What follows belongs to an exercise in optimizing a design on an open flow for small area, a short achievable clock period and few clock cycles per item; a production flow would make more cautious choices. At most, simulation tests tie the RTL to the original design; equivalence was not proved. No activity file was given, so power comes from the tool's default toggle rates.

## soc_curve_interp_validate
module soc_curve_interp_validate #(
  parameter int NUM_POINTS = 8
) (
  input  logic        clk,
  input  logic        rst,
  input  logic        cfg_wen,
  input  logic        cfg_index,
  input  logic [7:0]  cfg_data,
  input  logic        in_valid,
  output logic        in_ready,
  input  logic [19:0] in_data,
  output logic        out_valid,
  input  logic        out_ready,
  output logic [15:0] out_data
);
  logic [7:0] ve;
  logic [6:0] mt;
  always_ff @(posedge clk) begin
    if (rst) begin
      ve <= 8'd53;
      mt <= 7'd5;
    end else if (cfg_wen) begin
      if (cfg_index) mt <= cfg_data[6:0];
      else ve <= cfg_data;
    end
  end
  logic        busy;
  logic [2:0]  eseg;    
  logic [1:0]  ebit;
  logic [13:0] acc;
  logic [1:0]  vbits;
  logic [15:0] mk;      
  logic [15:0] acc_sum;
  logic [13:0] acc_next;
  logic [4:0]  t1;
  logic [5:0]  t2;
  logic [6:0]  t3;
  logic [6:0]  t4;
  logic [5:0]  t5;
  always_comb begin
    case (ebit)
      2'd0: vbits = ve[1:0];
      2'd1: vbits = ve[3:2];
      2'd2: vbits = ve[5:4];
      default: vbits = ve[7:6];
    endcase
  end
  ...
Size: ~6800 µm² of cells after synthesis.
Settings: LEC_CHECK=0, ABC_AREA=1, CAP_MARGIN=20, CORE_MARGIN=2, CORE_UTILIZATION=40, SETUP_SLACK_MARGIN=5, SLEW_MARGIN=20; clock period 10.0 ns.
standard.sh (not shown) runs the stock make flow with config.mk's settings and CLKGATE_MAP_FILE= SYNTH_SCRIPT=/design/flow/synth_recipe.tcl, a recipe that flattens the netlist after the stock synthesis.
==> flow/flow/run.sh <==
#!/bin/bash
set -euo pipefail
MARGIN=${FLOW_SETUP_MARGIN:-6.5}
sed "s/SETUP_SLACK_MARGIN=[0-9.]*/SETUP_SLACK_MARGIN=${MARGIN}/" standard.sh > standard_margin.sh
bash standard_margin.sh > standard.log 2>&1
Next try:
==> flow/run.sh (new file) <==
#!/bin/bash
# synth_recipe.tcl (not shown) runs the flow's synth.tcl, then flattens the netlist and writes it again
# the make line also repeats each setting of config.mk as NAME=value (left out here)
make -C /OpenROAD-flow-scripts/flow DESIGN_CONFIG=/design/flow/config.mk WORK_HOME=/design/flow/orfs CLKGATE_MAP_FILE= SYNTH_SCRIPT=/design/flow/synth_recipe.tcl finish
removed: flow/flow/run.sh
removed: flow/standard.sh
The new run went through all stages and came out clean.
Die area is unchanged.
Cell count is lower by 7.5%.
Non-clock buffer count goes down by 100.
Synthesized cell count does not change.
Clock power shrinks by about 14%.
Routed wire length went down by about 18%.
Core utilization went down by 13 points.
Via count falls by about 11%.
First-iteration DRC count drops by about 34%.
Worst setup slack is better by 0.016 ns.
No functional check of the RTL was part of any run of this note.

========
Another version of the RTL of soc_curve_interp_validate (not shown whole).
For scale: ~140 flip-flops, about 52 I/O pins, roughly 8400 sq um of cells after synthesis.
export LEC_CHECK = 0
export ABC_AREA = 1
export CAP_MARGIN = 20
export CORE_MARGIN = 2
export CORE_UTILIZATION = 50
export CTS_BUF_LIST = sky130_fd_sc_hd__clkbuf_8
export CTS_CLUSTER_DIAMETER = 150
export CTS_CLUSTER_SIZE = 50
export SETUP_SLACK_MARGIN = 5
export SLEW_MARGIN = 20
export TNS_END_PERCENT = 10
create_clock -name core_clock -period 10.0 [get_ports {clk}]
==> flow/flow/run.sh <==
#!/bin/bash
set -euo pipefail
MARGIN=${FLOW_SETUP_MARGIN:-6.7}
export BUFFER_PORTS_ARGS="-buffer_cell sky130_fd_sc_hd__buf_1"
sed "s/SETUP_SLACK_MARGIN=[0-9.]*/SETUP_SLACK_MARGIN=${MARGIN}/" standard.sh > standard_margin.sh
bash standard_margin.sh > standard.log 2>&1
Testbench counts at the start, summed over its fixed seeds: cycles 3,376, items 3,200.
Then changed:
--- a/flow/flow/run.sh
+++ b/flow/flow/run.sh
@@ -2,3 +2,3 @@
 set -euo pipefail
-MARGIN=${FLOW_SETUP_MARGIN:-6.7}
+MARGIN=${FLOW_SETUP_MARGIN:-6.6}
 export BUFFER_PORTS_ARGS="-buffer_cell sky130_fd_sc_hd__buf_1"
Settings changed: ABC_AREA 1 to unset, CORE_UTILIZATION 50 to 40, TNS_END_PERCENT 10 to unset.
After rerunning: Via count went down by about 2%. Fmax went down by 7.4%. Combinational power went up by about 1%. Synthesized area went up by 1.9%. Register-to-register slack loses 0.25 ns. Global-route usage went down by 4.5 points.

========
soc_curve_interp_validate, a different RTL version from the one above (not shown whole).
For scale: roughly 140 flip-flops, roughly 0.0080 sq mm of cells after synthesis.
==> flow/config.mk <==
export PLATFORM = sky130hd
export DESIGN_NAME = soc_curve_interp_validate
export DESIGN_NICKNAME = soc_curve_interp_validate
export VERILOG_FILES = /design/flow/design.v
export SDC_FILE = /design/flow/constraint.sdc
export NUM_CORES = 4
export LEC_CHECK = 0
export ABC_AREA = 1
export CAP_MARGIN = 20
export CORE_MARGIN = 2
export CORE_UTILIZATION = 50
export CTS_BUF_LIST = sky130_fd_sc_hd__clkbuf_8
export CTS_CLUSTER_DIAMETER = 150
export CTS_CLUSTER_SIZE = 50
export SETUP_SLACK_MARGIN = 5
export SLEW_MARGIN = 20
==> flow/constraint.sdc <==
create_clock -name core_clock -period 10.0 [get_ports {clk}]
set_input_delay 2.0000 -clock core_clock [delete_from_list [all_inputs] [get_ports {clk}]]
set_output_delay 2.0000 -clock core_clock [all_outputs]
set_load 0.01 [all_outputs]
==> flow/flow/run.sh <==
#!/bin/bash
set -euo pipefail
MARGIN=${FLOW_SETUP_MARGIN:-6.7}
export BUFFER_PORTS_ARGS="-buffer_cell sky130_fd_sc_hd__buf_1"
sed "s/SETUP_SLACK_MARGIN=[0-9.]*/SETUP_SLACK_MARGIN=${MARGIN}/" standard.sh > standard_margin.sh
bash standard_margin.sh > standard.log 2>&1
Then changed:
==> flow/flow/run.sh (replaced) <==
#!/bin/bash
set -euo pipefail
MARGIN=${FLOW_SETUP_MARGIN:-6.9}
export BUFFER_PORTS_ARGS="-buffer_cell sky130_fd_sc_hd__buf_1"
sed "s/SETUP_SLACK_MARGIN=[0-9.]*/SETUP_SLACK_MARGIN=${MARGIN}/" standard.sh > standard_margin.sh
bash standard_margin.sh > standard.log 2>&1
The changed run passed the timing, design-rule and antenna checks.
Synthesized area is unchanged.
Non-clock buffer count rises by 33.
Count of clock-buffer cells in the layout stays the same.
Via count rose by a few percent.
Clock power decreases by a little under a tenth.
Final area grows by a few percent.
Worst setup slack got worse by 9.1 ps.
Wire length grows by a few percent.
Fmax barely changes.
Register-to-register slack hardly moves.
Critical path depth increases by 1.
No run of this note included a check of the RTL's function; only the layout flow was run.

========
RTL: one of the versions met above, not the one the previous note started from.
Size in the first run: ~140 flip-flops, ~52 I/O pins, about 8400 um2 of cells after synthesis.
==> flow/design.v (excerpt) <==
module soc_curve_interp_validate #(
  parameter int NUM_POINTS = 8
) (
  input  logic        clk,
  input  logic        rst,
  input  logic        cfg_wen,
  input  logic        cfg_index,
  input  logic [7:0]  cfg_data,
  input  logic        in_valid,
  output logic        in_ready,
  input  logic [19:0] in_data,
  output logic        out_valid,
  input  logic        out_ready,
  output logic [15:0] out_data
);
==> flow/config.mk <==
export PLATFORM = sky130hd
export DESIGN_NAME = soc_curve_interp_validate
export DESIGN_NICKNAME = soc_curve_interp_validate
export VERILOG_FILES = /design/flow/design.v
export SDC_FILE = /design/flow/constraint.sdc
export NUM_CORES = 4
export LEC_CHECK = 0
export ABC_AREA = 1
export CAP_MARGIN = 20
export CORE_MARGIN = 2
export CORE_UTILIZATION = 50
export CTS_BUF_LIST = sky130_fd_sc_hd__clkbuf_8
export CTS_CLUSTER_DIAMETER = 150
export CTS_CLUSTER_SIZE = 50
export SETUP_SLACK_MARGIN = 5
export SLEW_MARGIN = 20
==> flow/constraint.sdc <==
create_clock -name core_clock -period 10.0 [get_ports {clk}]
set_input_delay 2.0000 -clock core_clock [delete_from_list [all_inputs] [get_ports {clk}]]
set_output_delay 2.0000 -clock core_clock [all_outputs]
set_load 0.01 [all_outputs]
==> flow/flow/run.sh <==
#!/bin/bash
set -euo pipefail
MARGIN=${FLOW_SETUP_MARGIN:-6.9}
export BUFFER_PORTS_ARGS="-buffer_cell sky130_fd_sc_hd__buf_1"
sed "s/SETUP_SLACK_MARGIN=[0-9.]*/SETUP_SLACK_MARGIN=${MARGIN}/" standard.sh > standard_margin.sh
bash standard_margin.sh > standard.log 2>&1
The baseline completed without violations.
Testbench counts at the start, summed over its fixed seeds: cycles 3,376, items 3,200.
Change:
==> flow/flow/run.sh (replaced) <==
#!/bin/bash
set -euo pipefail
MARGIN=${FLOW_SETUP_MARGIN:-6.7}
export BUFFER_PORTS_ARGS="-buffer_cell sky130_fd_sc_hd__buf_1"
sed "s/SETUP_SLACK_MARGIN=[0-9.]*/SETUP_SLACK_MARGIN=${MARGIN}/" standard.sh > standard_margin.sh
bash standard_margin.sh > standard.log 2>&1
Settings changed: CAP_MARGIN 20 to 0, SLEW_MARGIN 20 to 0.
Effect: The new run finished clean; sequential power hardly moves; critical path depth grows by 3; design area fell by a few percent.
Change:
==> flow/flow/run.sh (replaced) <==
#!/bin/bash
set -euo pipefail
MARGIN=${FLOW_SETUP_MARGIN:-6.6}
export BUFFER_PORTS_ARGS="-buffer_cell sky130_fd_sc_hd__buf_1"
sed "s/SETUP_SLACK_MARGIN=[0-9.]*/SETUP_SLACK_MARGIN=${MARGIN}/" standard.sh > standard_margin.sh
bash standard_margin.sh > standard.log 2>&1
Settings changed: CAP_MARGIN 0 to 20, CORE_UTILIZATION 50 to 40, SLEW_MARGIN 0 to 20.
=> Global-route usage decreases by 4.4 points; routed wire length went up by 1.0%; power climbs by 5.1%; clock power rises by about 17%; cell area is higher by about 0.7%; core utilization fell by 11 points; setup slack gets worse by 0.094 ns; area after synthesis does not change; via count rose by about 0.4%; die area increases by 24%; non-clock buffer count fell by 8.
Change:
Settings changed: CORE_UTILIZATION 40 to 50, PLACE_DENSITY set to 0.75.
Utilization rose by 11 points.
Non-clock buffer count fell by 3.
Via count rose by 1.9%.
Wire length fell by 2.4%.

[port drivers added, routing unchanged]
No port has a modelled driver above. Below, the same layouts with a new extraction and two added sets of constraints. Step 1 (the two cells are an assumption about what drives the block):
set clk [get_ports {clk}]
set_driving_cell -lib_cell sky130_fd_sc_hd__clkbuf_16 $clk
set_driving_cell -lib_cell sky130_fd_sc_hd__buf_2 [delete_from_list [all_inputs] $clk]
Step 2 times the ports against the registers' clock, not the clock port: input delays grow and output delays shrink by t, the midpoint of the rising clock arrivals with the driver on. a / b / c = ideal ports / drivers / drivers and shift; a / b = the first two.
run | shift t [ns] | setup WS [ns] | hold slack, ns
the first run of note 1 | 0.389 | 4.893 / 4.847 / 5.131 | 0.503 / 0.503 / 0.503
the second run of note 1 | 0.388 | 4.909 / 4.866 / 4.839 | 0.505 / 0.505 / 0.505
the first run of note 2 | 0.488 | 6.849 / 6.849 / 6.427 | 0.423 / 0.423 / 0.423
the second run of note 2 | 0.499 | 6.597 / 6.597 / 6.403 | 0.420 / 0.420 / 0.420
the first run of note 3 | 0.489 | 6.618 / 6.618 / 6.448 | 0.423 / 0.423 / 0.423
the second run of note 3 | 0.489 | 6.609 / 6.609 / 6.597 | 0.424 / 0.424 / 0.424
the first run of note 4 | 0.484 | 6.967 / 6.967 / 6.648 | 0.425 / 0.425 / 0.425
the second run of note 4 | 0.483 | 6.879 / 6.879 / 6.641 | 0.424 / 0.424 / 0.424
the third run of note 4 | 0.484 | 6.785 / 6.785 / 6.463 | 0.427 / 0.427 / 0.427
the fourth run of note 4 | 0.489 | 6.743 / 6.743 / 6.518 | 0.434 / 0.434 / 0.434
After both steps setup and hold are still met in every run listed. The setup slack of the first run of note 2, which loses most, moves by 0.000 ns with the drivers and by -0.422 ns with both steps.
